What follows belongs to an exercise in optimizing a design on an open flow for small area, a short achievable clock period and few clock cycles per item; a production flow would make more cautious choices.
RTL that was checked went through simulation tests only; none was proved equivalent to the original.
No functional check of the RTL was part of runs 1 and 2.
Power is estimated from default activity; no workload was simulated.

**design/flow/run.sh**
```bash
#!/bin/bash
# synth_recipe.tcl (not shown) runs the flow's synth.tcl, then flattens the netlist and writes it again
# the make line also repeats each setting of config.mk as NAME=value (left out here)
make -C /OpenROAD-flow-scripts/flow DESIGN_CONFIG=/design/flow/config.mk WORK_HOME=/design/flow/orfs CLKGATE_MAP_FILE= SYNTH_SCRIPT=/design/flow/synth_recipe.tcl finish
```
**design/flow/config.mk**
```make
export PLATFORM = sky130hd
export DESIGN_NAME = cpu_top
export DESIGN_NICKNAME = cpu_top
export VERILOG_FILES = /design/flow/design.v
export SDC_FILE = /design/flow/constraint.sdc
export NUM_CORES = 4
export LEC_CHECK = 0
export CAP_MARGIN = 25
export CORE_MARGIN = 2
export CORE_UTILIZATION = 50
export GPL_ROUTABILITY_DRIVEN = 1
export SETUP_SLACK_MARGIN = 3.0
export SLEW_MARGIN = 25
```
**design/flow/constraint.sdc**
```tcl
create_clock -name core_clock -period 6.5 [get_ports {clk}]
set_input_delay 1.3000 -clock core_clock [delete_from_list [all_inputs] [get_ports {clk}]]
set_output_delay 1.3000 -clock core_clock [all_outputs]
set_load 0.01 [all_outputs]
```
**design/flow/design.v**
```verilog
module cpu_top (
    input  logic        clk,
    input  logic        reset,
    output logic [31:0] instr_addr,
    input  logic [31:0] instr_data,
    output logic        wb_cyc_o,
    output logic        wb_stb_o,
    output logic        wb_we_o,
    output logic [31:0] wb_adr_o,
    output logic [31:0] wb_dat_o,
    input  logic        wb_ack_i,
    input  logic [31:0] wb_dat_i
);
    logic [31:2] pc;
    logic        e_wr, e_ld, e_st;      
    logic        e_sub, e_add, e_and, e_or, e_slt;
    logic        e_far, e_fad, e_fan;   
    logic        e_fbr, e_fbd, e_fbn;   
    logic        e_obr, e_obd, e_obn;   
    logic        e_imb;                 
    logic [4:0]  e_rd;
    logic [31:0] e_a, e_b;
    logic [11:0] e_imm;
    logic        m_wr, m_ld, m_mem, m_st;
    logic [4:0]  m_rd;
    logic [31:0] m_res, m_sd;
    logic [31:0] regs [1:31];
    logic        busy;
    logic [31:0] wd;
    assign busy = m_mem && !wb_ack_i;
    assign wd   = m_ld ? wb_dat_i : m_res;
    assign wb_cyc_o = m_mem;
    assign wb_stb_o = m_mem;
    assign wb_we_o  = m_st;
    assign wb_adr_o = m_res;
    assign wb_dat_o = m_sd;
    always_ff @(posedge clk) begin
        if (m_wr && !busy) regs[m_rd] <= wd;
    end
    logic [31:0] ins;
    logic [6:0]  opc;
    logic [2:0]  f3;
    logic [4:0]  rs1, rs2, rd;
    logic        is_ld, is_st, is_ai, is_r, f3_ok, r_ok, d_wr, d_sub;
    logic [31:0] rv1, rv2;
    assign ins   = instr_data;
    assign opc   = ins[6:0];
    assign f3    = ins[14:12];
    assign rd    = ins[11:7];
    assign rs1   = ins[19:15];
    assign rs2   = ins[24:20];
    assign is_ld = (opc == 7'b0000011);
    assign is_st = (opc == 7'b0100011);
    assign is_ai = (opc == 7'b0010011);
    assign is_r  = (opc == 7'b0110011);
    assign f3_ok = (f3 == 3'b000) || (f3 == 3'b111) || (f3 == 3'b110) || (f3 == 3'b010);
    assign r_ok  = (ins[31:25] == 7'b0000000 && f3_ok) ||
                   (ins[31:25] == 7'b0100000 && f3 == 3'b000);
    assign d_wr  = (is_ld || (is_ai && f3_ok) || (is_r && r_ok)) && (rd != 5'd0);
    assign d_sub = is_r && ins[30];
    function automatic logic [31:0] rf_read(input logic [4:0] a);
        if (a == 5'd0)                rf_read = 32'd0;
        else if (m_wr && m_rd == a)   rf_read = wd;
        else                          rf_read = regs[a];
    endfunction
    assign rv1 = rf_read(rs1);
    assign rv2 = rf_read(rs2);
    always_ff @(posedge clk) begin
        if (reset) begin
            pc   <= '0;
            e_wr <= 1'b0;
            e_ld <= 1'b0;
            e_st <= 1'b0;
        end else if (!busy) begin
            pc   <= pc + 30'd1;
            e_wr <= d_wr;
            e_ld <= is_ld;
            e_st <= is_st;
        end
    end
    always_ff @(posedge clk) begin
        if (!busy) begin
            e_sub <= d_sub || (f3 == 3'b010 && (is_r || is_ai));
            e_add <= !((is_r || is_ai) && (f3 == 3'b111 || f3 == 3'b110 || f3 == 3'b010));
            e_and <= (is_r || is_ai) && f3 == 3'b111;
            e_or  <= (is_r || is_ai) && f3 == 3'b110;
            e_slt <= (is_r || is_ai) && f3 == 3'b010;
            e_far <= e_wr && !e_ld && e_rd == rs1;
            e_fad <= e_wr &&  e_ld && e_rd == rs1;
            e_fan <= !(e_wr && e_rd == rs1);
            e_fbr <= e_wr && !e_ld && e_rd == rs2;
            e_fbd <= e_wr &&  e_ld && e_rd == rs2;
            e_fbn <= !(e_wr && e_rd == rs2);
            e_obr <= is_r && e_wr && !e_ld && e_rd == rs2;
            e_obd <= is_r && e_wr &&  e_ld && e_rd == rs2;
            e_obn <= is_r && !(e_wr && e_rd == rs2);
            e_imb <= !is_r;
            e_rd  <= rd;
            e_a   <= rv1;
            e_b   <= rv2;
            e_imm <= is_st ? {ins[31:25], ins[11:7]} : ins[31:20];
        end
    end
    assign instr_addr = {pc, 2'b00};
    logic [31:0] opa, opr2, opb, opbx, sum, res;
    logic        lt;
    assign opa  = (m_res & {32{e_far}}) | (wb_dat_i & {32{e_fad}}) | (e_a & {32{e_fan}});
    assign opr2 = (m_res & {32{e_fbr}}) | (wb_dat_i & {32{e_fbd}}) | (e_b & {32{e_fbn}});
    assign opb  = (m_res & {32{e_obr}}) | (wb_dat_i & {32{e_obd}}) |
                  (e_b & {32{e_obn}}) | ({{20{e_imm[11]}}, e_imm} & {32{e_imb}});
    assign opbx = opb ^ {32{e_sub}};
    logic [31:0] g0, p0;
    logic [31:0] gk [0:5];
    logic [31:0] pk [0:5];
    logic [32:0] cy;
    assign g0 = opa & opbx;
    assign p0 = opa ^ opbx;
    always_comb begin
        gk[0] = g0;
        pk[0] = p0;
        gk[0][0] = g0[0] | (p0[0] & e_sub);
        for (int l = 0; l < 5; l++) begin
            for (int i = 0; i < 32; i++) begin
                if (i >= (1 << l)) begin
                    gk[l+1][i] = gk[l][i] | (pk[l][i] & gk[l][i - (1 << l)]);
                    pk[l+1][i] = pk[l][i] & pk[l][i - (1 << l)];
                end else begin
                    gk[l+1][i] = gk[l][i];
                    pk[l+1][i] = pk[l][i];
                end
            end
        end
        cy = {gk[5], e_sub};
    end
    assign sum = p0 ^ cy[31:0];
    assign lt  = (opa[31] ^ opb[31]) ? opa[31] : sum[31];
    assign res = (sum & {32{e_add}}) | ((opa & opb) & {32{e_and}}) |
                 ((opa | opb) & {32{e_or}}) | {31'd0, lt & e_slt};
    always_ff @(posedge clk) begin
        if (reset) begin
            m_wr  <= 1'b0;
            m_ld  <= 1'b0;
            m_mem <= 1'b0;
            m_st  <= 1'b0;
        end else if (!busy) begin
            m_wr  <= e_wr;
            m_ld  <= e_ld;
            m_mem <= e_ld || e_st;
            m_st  <= e_st;
        end
    end
    always_ff @(posedge clk) begin
        if (!busy) begin
            m_rd  <= e_rd;
            m_res <= res;
            m_sd  <= opr2;
        end
    end
endmodule
```
==> results of run 1 <==
worst min path at each step:
stage | startpoint | end | slack [ps]
floorplan | m_wr | m_wr | 440
global placement | m_st | m_st | 450
detailed placement | m_st | m_st | 450
CTS | m_st | m_st | 460
global route | m_st | m_st | 490
finish | m_st | m_st | 460
sequential cells by signal, summed over array words and instances (netlist names), 5 cells and up:
| name | flops |
|---|---|
| m_rd | 5 |
| e_imm | 12 |
| regs | 992 |
| m_res | 32 |
| e_a | 32 |
| pc | 30 |
| m_sd | 32 |
| e_b | 32 |
| e_rd | 5 |
cell families after synthesis:
family,Yosys count,share of synthesized area
multiplexers,717,0.222
buffers and inverters,332,0.0237
adder cells (fa/ha/maj),34,0.00748
AND/OR/NAND/NOR,558,0.0446
XOR/XNOR,99,0.0150
AO/OA/AOI/OAI,627,0.0740
flip-flops,1194,0.613
other,1,0.0000648
synthesized netlist by cell type (6+ instances only):
library cell and number:
mux4_2 438, nand4_1 10, a21oi_1 185, a221oi_1 103
and4_1 6, clkbuf_1 180, dfxtp_1 37, edfxtp_1 1157
o211ai_1 32, o21ai_0 105, nand2_1 155, and2_1 8
buf_1 17, xor2_1 67, nor2_1 160, mux2_2 150
buf_4 13, a222oi_1 36, buf_2 61, a21o_1 18
and3_1 15, inv_1 60, ha_1 33, a22oi_1 71
mux2i_1 129, nor2b_1 39, nand3_1 58, o21a_1 7
xnor2_1 32, o221ai_1 24, nor3_1 74, or3_1 9
metrics by stage:
stage               hold slack [ps]  cell area, um^2  instances  setup WS, ps
finish                          459            68000       5497          2710
global placement                445            61800       5098          1410
global route                    492            68000       5496          2630
CTS                             462            67400       5469          2800
detailed placement              454            61800       5099          1450
floorplan                       445            58100       3563          2460
metal layers:
metal	GRT usage	vias to the layer above
met1	0.462	19900
met2	0.501	2564
li1	-	15400
met4	0.128	6
met5	0	-
met3	0.0764	445
cell type report:
class | instances | area, um^2
Fill cell | 8525 | 46500
Sequential cell | 1194 | 35500
Multi-Input combinational cell | 2037 | 21800
Timing Repair Buffer | 449 | 4390
Clock buffer | 159 | 3500
Tap cell | 1512 | 1890
Clock inverter | 84 | 619
Inverter | 61 | 240
Antenna cell | 1 | 2.50
power groups by stage:
| stage | Sequential (uW) | Clock [uW] | Combinational [uW] |
|---|---|---|---|
| 6_report | 9600 | 7210 | 3100 |
| 5_1_grt | 9610 | 7610 | 3260 |
| 4_1_cts | 9590 | 7300 | 2930 |
| 3_5_place_dp | 9750 | 0 | 2810 |
| 3_3_place_gp | 9740 | 0 | 2740 |
| 2_1_floorplan | 9670 | 0 | 1570 |
what timing repair did:
item | CTS | global route
gates cloned | 1 | 2
gates resized for setup | 110 | 63
pin swaps | 76 | 61
buffers inserted | 126 | 24
endpoints found under the setup margin | 881 | 289
worst max-delay path, stage by stage (launching register included):
cell and delay (ps):
edfxtp_1 430, buf_8 180, buf_12 140, a22oi_1 220, nand2_2 100, xor2_1 150, ha_1 380, and3_4 200
a221o_1 330, a21o_1 240, a22oi_2 340, a21oi_4 140, a31oi_4 230, xnor2_2 90, a311o_1 360
==> results.toml, run 1 <==
[global_route]
grt_pass1_vias = 38400
grt_remaining_overflow = 0
grt_util_all_layers = 0.328
grt_first_pass_wirelength_mm = 276
antenna_found_initial = 4
grt_max_degree = 117

[routing]
dr_wl_met2_mm = 88.8
routed_wl_mm = 195
routed_via_density = 6.97
avgRoutedWirePerCell_um = 35.5
top_layer = "met5"
ant_nets = 0
wl_met1_mm = 75.3
dr.pass1.iters = 6
drc = 0
vias = 38300
wl_met3_mm = 22.7
drt-initial-drc-count = 5470

[clocking]
clock_sinks = 1194
clk_latency_ps = 770
cts_buffers = 135
clk_pin_slew_worst_paths_ps = 60
hold_buffers = 0
htreeDepth = 4
cts.root.buffer_cell = "clkbuf_16"
clockBufferDepth = 3
cts_tree = "done"

[critical_path]
crit_end = "m_res[0]"
ff2ff_setup_slack_ps = 2710
r2r-start = "e_obn"
crit_start = "e_obn"
worst-path-max-fanout = 6
crit_type = "register to register"
arrival_ps = 4280
cp-end-kind = "register"
reg2reg_to = "m_res[0]"
startpoint_type = "register"
crit_required_ps = 7000
reg2regPathDepth = 14

[sta]
fmax_mhz = 264
finalHoldViolCount = 0
setup_viol = 0
rsz0062_at_grt = "yes"
drv_slew = 0
maxSlewHeadroom = 0.323
period_needed_ps = 3790
skew_ps = 23.9
tightest_slew_ps = 1010
fin_crit_sh = 0.583
tns_ps = 0

[final_layout]
syn_to_final_growth_pct = 17.5
final_common_cell = "edfxtp_1"
mostFrequentLayoutCells = "1157 x edfxtp_1, 438 x mux4_2, 229 x buf_4"
fin_nets = 3979
finish.utilization = 0.594
drive_gt1_frac = 0.304

[yosys]
yosysWarningCount = 3
synth_cell_type_count = 65
synth_edf_count = 1157
synth_area_leaders = "edfxtp_1 60%, mux4_2 17%, mux2_2 2.9%"
syn_area_um2 = 57900
synth_top_area_frac = 0.600
avgSynthCellArea_um2 = 16.2
ys_seq_elements = 1194
async_flop_share = 0
synth_ff_type = "edfxtp_1"
synthCells = 3562
yosysSeqAreaShare = 0.613
synth_largest_area_cell = "edfxtp_1"

[floorplan]
die-area_um2 = 118000
core_area_um2 = 115000
initial_core_util = 0.505
die_h_um = 344
io_pins = 166
die_w_um = 344
rows = 124

[placement]
io_buffers = 163
post-dp-hpwl_mm = 116
gp_congestion = 0.950

[pwr]
power_frac_clock = 0.362
p_per_area_nw_per_um2 = 293
switching_power_uw = 5420
swShare = 0.272
seqPwrFrac = 0.482
combPwrFrac = 0.156
internal_power_uw = 14500
totalPowerFinal_uw = 19900
power.leakage_uw = 0.0227
peakVddDrop_v = 0.000255

[flow_run]
drv_cap = 0

[hold_path]
min_path_type = "register to register"
hold_depth = 2

[status]
outcome = "finished clean"
==> run 2, diff against run 1 <==
--- a/design/flow/config.mk
+++ b/design/flow/config.mk
@@ -8,6 +8,7 @@
 export CAP_MARGIN = 25
 export CORE_MARGIN = 2
 export CORE_UTILIZATION = 50
+export CTS_BUF_LIST = sky130_fd_sc_hd__clkbuf_4 sky130_fd_sc_hd__clkbuf_8
 export GPL_ROUTABILITY_DRIVEN = 1
 export SETUP_SLACK_MARGIN = 3.0
 export SLEW_MARGIN = 25
==> run 2 against run 1 <==
Effect of this change: still clean on timing, DRC and antenna; total power shrank 3.1%; global-route usage is essentially flat; sequential share of layout area grew 0.57 points; sequential power is essentially flat; critical path depth shrank 1; cell count grew 1.6%; flip-flop and latch count is the same; clock power shrank 7.5%; largest power group unchanged; critical path type is now input pin to register; fmax grew 1.1%.
==> results.toml, run 2 <==
[sta]
period_needed_ps = 3750
tns_ps = 0
finalHoldViolCount = 0
setup_viol = 0
timing.final.ws_setup_ps = 2750
fmax_mhz = 267
fin_crit_sh = 0.577
maxSlewHeadroom = 0.322
drv_slew = 0
rsz0062_at_grt = "yes"
skew_ps = 52.0
tightest_slew_ps = 1020

[critical_path]
arrival_ps = 4360
crit_start = "wb_dat_i[13]"
crit_end = "m_res[30]"
cp-end-kind = "register"
reg2regPathDepth = 18
crit_type = "input pin to register"
startpoint_type = "input pin"
worst-path-max-fanout = 5
reg2reg_to = "m_res[20]"
r2r-start = "e_obn"
ff2ff_setup_slack_ps = 2800
crit_required_ps = 7120

[flow_run]
drv_cap = 0

[pwr]
p_per_area_nw_per_um2 = 287
peakVddDrop_v = 0.000190
power.leakage_uw = 0.0225

[routing]
routed_via_density = 6.90
drc = 0
avgRoutedWirePerCell_um = 34.9
dr.pass1.iters = 8
ant_nets = 0
drt-initial-drc-count = 5569
vias = 38600
routed_wl_mm = 195

[yosys]
synth_ff_type = "edfxtp_1"
yosysWarningCount = 3
synth_top_family_by_area = "multiplexers"
muxShareOfSynthArea = 0.222
synth_cell_type_count = 65
synth_top_area_frac = 0.600
synthCells = 3562
synth.most_common_cell = "edfxtp_1"
synth_edf_count = 1157
ys_seq_elements = 1194
yosysSeqAreaShare = 0.613
syn_area_um2 = 57900
yosys.area_share.adder = 0.00748
synthSimpleGateAreaFrac = 0.0446
synth-xor-area-share = 0.0150
async_flop_share = 0
synth_area_leaders = "edfxtp_1 60%, mux4_2 17%, mux2_2 2.9%"
synth_compound_area_frac = 0.0740
avgSynthCellArea_um2 = 16.2
synth_common_cells = "1157 x edfxtp_1, 438 x mux4_2, 185 x a21oi_1"
synth_largest_area_cell = "edfxtp_1"

[placement]
post-dp-hpwl_mm = 116
pre_cts_ws_ps = 1450
io_buffers = 163
gp_congestion = 0.950
post_dp_cell_area_um2 = 61800

[final_layout]
largest_register_ffs = 992
fin_nets = 4002
regMostFlops = "regs"
final_common_cell = "edfxtp_1"
syn_to_final_growth_pct = 16.2
drive_gt1_frac = 0.312
mostFrequentLayoutCells = "1157 x edfxtp_1, 438 x mux4_2, 204 x buf_4"
fin_area_um2 = 67200
nFillCells = 8698

[clocking]
cts_tree = "done"
hold_buffers = 0
htreeDepth = 4
clk_pin_slew_worst_paths_ps = 60
clockBufferDepth = 3
clock_sinks = 1194
cts_buffers = 199
clk_latency_ps = 920
cts.root.buffer_cell = "clkbuf_8"

[floorplan]
die_w_um = 344
die_h_um = 344
io_pins = 166
die-area_um2 = 118000
core_area_um2 = 115000
rows = 124
initial_core_util = 0.505

[global_route]
grt_first_pass_wirelength_mm = 276
antenna_found_initial = 3
grt_pass1_vias = 38600
grt_remaining_overflow = 0
grt_util_all_layers = 0.328
grt_max_degree = 117

[status]
outcome = "finished clean"

[hold_path]
min_path_type = "register to register"
-- run 2: cell counts after synthesis --
Identical to the previous run, type by type.
-- run 2: power by group --
group	total [uW]	switching [uW]	internal, uW
combinational	3030	2010	1020
sequential	9600	225	9370
clock	6670	3180	3490
total	19300	5410	13900
-- run 2: routing by layer --
metal / vias up / part of all wire / track usage
li1: 15400 / - / -
met1: 20000 / 0.39 / 0.458
met2: 2696 / 0.46 / 0.501
met3: 466 / 0.12 / 0.0812
met4: 2 / 0.037 / 0.125
met5: - / 0.000036 / 0
-- run 2: per-stage QoR --
| step | util | cells | hold WS [ps] | total power, uW |
|---|---|---|---|---|
| 2_1_floorplan | - | 3563 | 445 | 11200 |
| 3_5_place_dp | 0.540 | 5099 | 454 | 12600 |
| 3_3_place_gp | 0.540 | 5098 | 445 | 12500 |
| 6_report | 0.587 | 5585 | 458 | 19300 |
| 4_1_cts | 0.584 | 5562 | 463 | 19200 |
| 5_1_grt | 0.587 | 5583 | 492 | 19900 |
-- run 2: worst min path at each step --
stage | startpoint | to | slack, ps | depth (start not counted)
6_report | m_st | m_st | 460 | 2
5_1_grt | m_st | m_st | 490 | 2
4_1_cts | m_st | m_st | 460 | 2
3_5_place_dp | m_st | m_st | 450 | 2
3_3_place_gp | m_st | m_st | 450 | 2
2_1_floorplan | m_wr | m_wr | 440 | 2
-- run 2: final cells by class --
cell class	instances	area [um^2]	share of cell area
Multi-Input combinational cell	2037	21700	0.323
Sequential cell	1194	35500	0.528
Timing Repair inverter	1	5.00	0.0000744
Tap cell	1512	1890	0.0281
Clock inverter	110	726	0.0108
Antenna cell	4	10.0	0.000149
Clock buffer	259	3210	0.0477
Inverter	61	240	0.00357
Timing Repair Buffer	407	3960	0.0589
-- run 2: logic make-up (layout without fill, tap and decap cells) --
kind of cell | Yosys count | count (layout)
mux | 717 | 717
buf+inv | 332 | 838
flops | 1194 | 1194
compound gates | 627 | 627
xor+xnor | 99 | 99
simple gates | 558 | 558
other cells | 1 | 6
fa+ha+maj | 34 | 34
-- run 2: critical path, stage by stage --
cell	delay [ps]
clkdlybuf4s50_1	530
nand2_1	120
nand3_1	110
xor2_1	180
ha_1	390
a21oi_2	200
nor2_1	100
a311oi_2	350
a21oi_4	130
a22oi_2	250
o221ai_4	160
nor4b_1	170
or3_1	360
-- run 2: repair_timing --
action | CTS | global route
endpoints found under the setup margin | 549 | 204
gates cloned | 1 | 2
setup buffers | 93 | 16
gates resized for setup | 51 | 47
pin swaps | 48 | 23
==> run 3, diff against run 2 <==
--- a/design/flow/design.v
+++ b/design/flow/design.v
@@ -14,13 +14,11 @@
     logic [31:2] pc;
     logic        e_wr, e_ld, e_st;      
     logic        e_sub, e_add, e_and, e_or, e_slt;
-    logic        e_far, e_fad, e_fan;   
+    logic        e_far, e_fad;          
     logic        e_fbr, e_fbd, e_fbn;   
-    logic        e_obr, e_obd, e_obn;   
-    logic        e_imb;                 
+    logic        e_obr, e_obd;          
     logic [4:0]  e_rd;
-    logic [31:0] e_a, e_b;
-    logic [11:0] e_imm;
+    logic [31:0] e_a, e_b, e_sd;
     logic        m_wr, m_ld, m_mem, m_st;
     logic [4:0]  m_rd;
     logic [31:0] m_res, m_sd;
@@ -42,7 +40,7 @@
     logic [2:0]  f3;
     logic [4:0]  rs1, rs2, rd;
     logic        is_ld, is_st, is_ai, is_r, f3_ok, r_ok, d_wr, d_sub;
-    logic [31:0] rv1, rv2;
+    logic [31:0] rv1, rv2, imm;
     assign ins   = instr_data;
     assign opc   = ins[6:0];
     assign f3    = ins[14:12];
@@ -58,13 +56,24 @@
                    (ins[31:25] == 7'b0100000 && f3 == 3'b000);
     assign d_wr  = (is_ld || (is_ai && f3_ok) || (is_r && r_ok)) && (rd != 5'd0);
     assign d_sub = is_r && ins[30];
-    function automatic logic [31:0] rf_read(input logic [4:0] a);
-        if (a == 5'd0)                rf_read = 32'd0;
-        else if (m_wr && m_rd == a)   rf_read = wd;
-        else                          rf_read = regs[a];
-    endfunction
-    assign rv1 = rf_read(rs1);
-    assign rv2 = rf_read(rs2);
+    logic [31:1] oh1, oh2;
+    logic [31:0] mx1, mx2;
+    logic        byp1, byp2;
+    always_comb begin
+        mx1 = '0;
+        mx2 = '0;
+        for (int i = 1; i < 32; i++) begin
+            oh1[i] = (rs1 == 5'(i));
+            oh2[i] = (rs2 == 5'(i));
+            mx1 = mx1 | (regs[i] & {32{oh1[i]}});
+            mx2 = mx2 | (regs[i] & {32{oh2[i]}});
+        end
+    end
+    assign byp1 = m_wr && m_rd == rs1;
+    assign byp2 = m_wr && m_rd == rs2;
+    assign rv1  = byp1 ? wd : mx1;
+    assign rv2  = byp2 ? wd : mx2;
+    assign imm  = is_st ? {{20{ins[31]}}, ins[31:25], ins[11:7]} : {{20{ins[31]}}, ins[31:20]};
     always_ff @(posedge clk) begin
         if (reset) begin
             pc   <= '0;
@@ -87,27 +96,23 @@
             e_slt <= (is_r || is_ai) && f3 == 3'b010;
             e_far <= e_wr && !e_ld && e_rd == rs1;
             e_fad <= e_wr &&  e_ld && e_rd == rs1;
-            e_fan <= !(e_wr && e_rd == rs1);
             e_fbr <= e_wr && !e_ld && e_rd == rs2;
             e_fbd <= e_wr &&  e_ld && e_rd == rs2;
             e_fbn <= !(e_wr && e_rd == rs2);
             e_obr <= is_r && e_wr && !e_ld && e_rd == rs2;
             e_obd <= is_r && e_wr &&  e_ld && e_rd == rs2;
-            e_obn <= is_r && !(e_wr && e_rd == rs2);
-            e_imb <= !is_r;
             e_rd  <= rd;
-            e_a   <= rv1;
-            e_b   <= rv2;
-            e_imm <= is_st ? {ins[31:25], ins[11:7]} : ins[31:20];
+            e_a   <= (e_wr && e_rd == rs1) ? 32'd0 : rv1;
+            e_b   <= !is_r ? imm : (e_wr && e_rd == rs2) ? 32'd0 : rv2;
+            e_sd  <= rv2;
         end
     end
     assign instr_addr = {pc, 2'b00};
     logic [31:0] opa, opr2, opb, opbx, sum, res;
     logic        lt;
-    assign opa  = (m_res & {32{e_far}}) | (wb_dat_i & {32{e_fad}}) | (e_a & {32{e_fan}});
-    assign opr2 = (m_res & {32{e_fbr}}) | (wb_dat_i & {32{e_fbd}}) | (e_b & {32{e_fbn}});
-    assign opb  = (m_res & {32{e_obr}}) | (wb_dat_i & {32{e_obd}}) |
-                  (e_b & {32{e_obn}}) | ({{20{e_imm[11]}}, e_imm} & {32{e_imb}});
+    assign opa  = e_a | (m_res & {32{e_far}}) | (wb_dat_i & {32{e_fad}});
+    assign opr2 = (m_res & {32{e_fbr}}) | (wb_dat_i & {32{e_fbd}}) | (e_sd & {32{e_fbn}});
+    assign opb  = e_b | (m_res & {32{e_obr}}) | (wb_dat_i & {32{e_obd}});
     assign opbx = opb ^ {32{e_sub}};
     logic [31:0] g0, p0;
     logic [31:0] gk [0:5];
@@ -134,8 +139,9 @@
     end
     assign sum = p0 ^ cy[31:0];
     assign lt  = (opa[31] ^ opb[31]) ? opa[31] : sum[31];
-    assign res = (sum & {32{e_add}}) | ((opa & opb) & {32{e_and}}) |
-                 ((opa | opb) & {32{e_or}}) | {31'd0, lt & e_slt};
+    logic [31:0] lres;
+    assign lres = ((opa & opb) & {32{e_and}}) | ((opa | opb) & {32{e_or}}) | {31'd0, lt & e_slt};
+    assign res  = e_add ? sum : lres;
     always_ff @(posedge clk) begin
         if (reset) begin
             m_wr  <= 1'b0;
==> run 3 against run 2 <==
Effect of this change: cell count rose by 6.9%; flip-flop and latch count rose by 17; first-iteration DRC count rose by 140%; combinational power fell by 3%; largest power group unchanged.
==> results.toml, run 3 <==
[sta]
timing.final.ws_setup_ps = 2840
drv_slew = 0
finalHoldViolCount = 0
maxSlewHeadroom = 0.130
tightest_slew_ps = 1310
tns_ps = 0
setup_viol = 0
fin_crit_sh = 0.562
period_needed_ps = 3660
rsz0062_at_grt = "yes"
skew_ps = 50.0
fmax_mhz = 274

[yosys]
yosys.area_share.adder = 0.00807
synth_area_leaders = "edfxtp_1 66%, a22oi_1 8.6%, a221oi_1 2.8%"
synth_top_family_by_area = "compound AO/OA/AOI/OAI gates"
synthSimpleGateAreaFrac = 0.0703
synth_cell_type_count = 71
muxShareOfSynthArea = 0.00884
synth_compound_area_frac = 0.199
yosysWarningCount = 3
synth_edf_count = 1174
synth_ff_type = "edfxtp_1"
synth-xor-area-share = 0.0167
yosysSeqAreaShare = 0.671
synth_top_area_frac = 0.658
synth_common_cells = "1174 x edfxtp_1, 617 x a22oi_1, 220 x nand2_1"
ys_seq_elements = 1211
synth_largest_area_cell = "edfxtp_1"
synth.most_common_cell = "edfxtp_1"
syn_area_um2 = 53600
synthCells = 3915
avgSynthCellArea_um2 = 13.7
async_flop_share = 0

[global_route]
grt_max_degree = 158
antenna_found_initial = 15
grt_first_pass_wirelength_mm = 357
grt_util_all_layers = 0.474
grt_pass1_vias = 43800
grt_remaining_overflow = 0

[routing]
routed_via_density = 7.97
drc = 0
vias = 47600
drt-initial-drc-count = 13400
routed_wl_mm = 269
ant_nets = 0
avgRoutedWirePerCell_um = 45.0
dr.pass1.iters = 17

[clocking]
clk_latency_ps = 940
cts_buffers = 194
clock_sinks = 1211
cts_tree = "done"
cts.root.buffer_cell = "clkbuf_8"
htreeDepth = 4
clk_pin_slew_worst_paths_ps = 70
clockBufferDepth = 3

[pwr]
swShare = 0.284
p_per_area_nw_per_um2 = 301
power_frac_clock = 0.346
seqPwrFrac = 0.505
internal_power_uw = 14100
power.leakage_uw = 0.0225
switching_power_uw = 5620
combPwrFrac = 0.149
peakVddDrop_v = 0.000220

[placement]
io_buffers = 163
post-dp-hpwl_mm = 149
pre_cts_ws_ps = 1390
gp_congestion = 1.00

[critical_path]
r2r-start = "e_obd"
cp-end-kind = "register"
startpoint_type = "input pin"
arrival_ps = 4440
crit_required_ps = 7280
worst-path-max-fanout = 13
crit_type = "input pin to register"
crit_start = "instr_data[20]"

[final_layout]
regArea_um2 = 36000
fin_nets = 4492
largest_register_ffs = 992
syn_to_final_growth_pct = 22.2
mostFrequentLayoutCells = "1174 x edfxtp_1, 617 x a22oi_1, 289 x buf_4"
multi_input_comb_area_um2 = 17800
regMostFlops = "regs"
nFillCells = 8218
final_common_cell = "edfxtp_1"
drive_gt1_frac = 0.212

[floorplan]
die_w_um = 331
io_pins = 166
core_area_um2 = 107000
rows = 120
die-area_um2 = 110000
initial_core_util = 0.502
die_h_um = 331

[status]
outcome = "finished clean"

[hold_path]
min_path_type = "register to register"
min_from = "m_st"

[flow_run]
drv_cap = 0
run 3: what timing repair did:
action / CTS / global route
hold buffers: 0 / 0
gates cloned: 3 / 1
setup buffers: 169 / 40
endpoints found under the hold margin: 0 / 0
pin swaps: 91 / 42
endpoints found under the setup margin: 323 / 266
gates resized for setup: 113 / 57
run 3: cells by family (layout without fill, tap and decap cells):
kind of cell    after synthesis  in the layout
mux                          42             42
buf+inv                     343            981
compound gates             1375           1375
simple gates                807            810
xor+xnor                    102            102
other cells                   1             14
flops                      1211           1211
fa+ha+maj                    34             34
run 3: area by class of cell:
cell class | instances | area share
Clock inverter | 107 | 0.0128
Inverter | 61 | 0.00361
Clock buffer | 255 | 0.0478
Timing Repair Buffer | 558 | 0.0879
Multi-Input combinational cell | 2365 | 0.271
Antenna cell | 12 | 0.000458
Tap cell | 1403 | 0.0268
Sequential cell | 1211 | 0.549
run 3: final timing paths:
kind	to	slack (ps)	depth (start not counted)
max	e_b[5]	2840	7
min	m_st	470	2
max reg2reg	m_res[0]	2930	13
min reg2reg	m_st	470	2
run 3: layer usage:
metal | track usage | share of wire | vias to the layer above
met4 | 0.330 | 0.097 | 22
met3 | 0.256 | 0.19 | 1799
li1 | - | - | 17300
met5 | 0.0226 | 0.0019 | -
met2 | 0.645 | 0.39 | 5790
met1 | 0.569 | 0.32 | 22700
run 3: critical path, cell delays in order:
cell and delay, ps:
dlygate4sd2_1 630, xor2_1 220, nor4_4 420, buf_4 280
nand3_2 610, a31oi_2 750, a22o_1 210
run 3: power by group through the flow:
| stage | clock network, uW | registers, uW | logic [uW] |
|---|---|---|---|
| floorplan | 0 | 10000 | 1320 |
| global placement | 0 | 10100 | 2540 |
| detailed placement | 0 | 10100 | 2570 |
| CTS | 6810 | 9940 | 2680 |
| global route | 7160 | 9980 | 2990 |
| finish | 6840 | 9970 | 2940 |
run 3: metrics by stage:
step / cells / hold WS [ps] / total power, uW / cell area [um^2] / util
final: 5972 / 465 / 19800 / 65500 / 0.614
after global routing: 5964 / 499 / 20100 / 65500 / 0.614
after CTS: 5919 / 471 / 19400 / 64800 / 0.607
after detailed placement: 5385 / 463 / 12700 / 58700 / 0.550
after global placement: 5384 / 463 / 12600 / 58700 / 0.550
after floorplan: 3916 / 450 / 11300 / 53900 / -
Testbench counts of run 3, summed over its fixed seeds: cycles 8,263, instrs 8,247.

## port drivers added, routing unchanged
In the flow no input, the clock included, has a driving cell. The finished layouts below were timed again as built, in two steps. Step 1 sets driving cells, clkbuf_16 on the clock port and buf_2 on the other inputs (assumed; they add their load-dependent delay and slew). Step 2 adds t to the input delays and takes it off the output delays; t is the mean of the earliest and latest rising clock arrival at the registers after step 1. Input paths then give back, and output paths get back, about the clock's delay inside the block. Three values: ideal, step 1, step 2; two values: the first two.
run | shift t [ns] | setup WS [ns] | worst setup path at the end
run 1 | 0.828 | 2.713 / 2.713 / 1.942 | input to register
run 2 | 0.980 | 2.753 / 2.799 / 1.820 | input to register
run 3 | 0.984 | 2.844 / 2.866 / 1.882 | input to register
After both steps setup and hold are still met in every run listed. For run 3, which loses most, drivers alone change the setup slack by +0.022 ns; drivers and shift together by -0.962 ns.
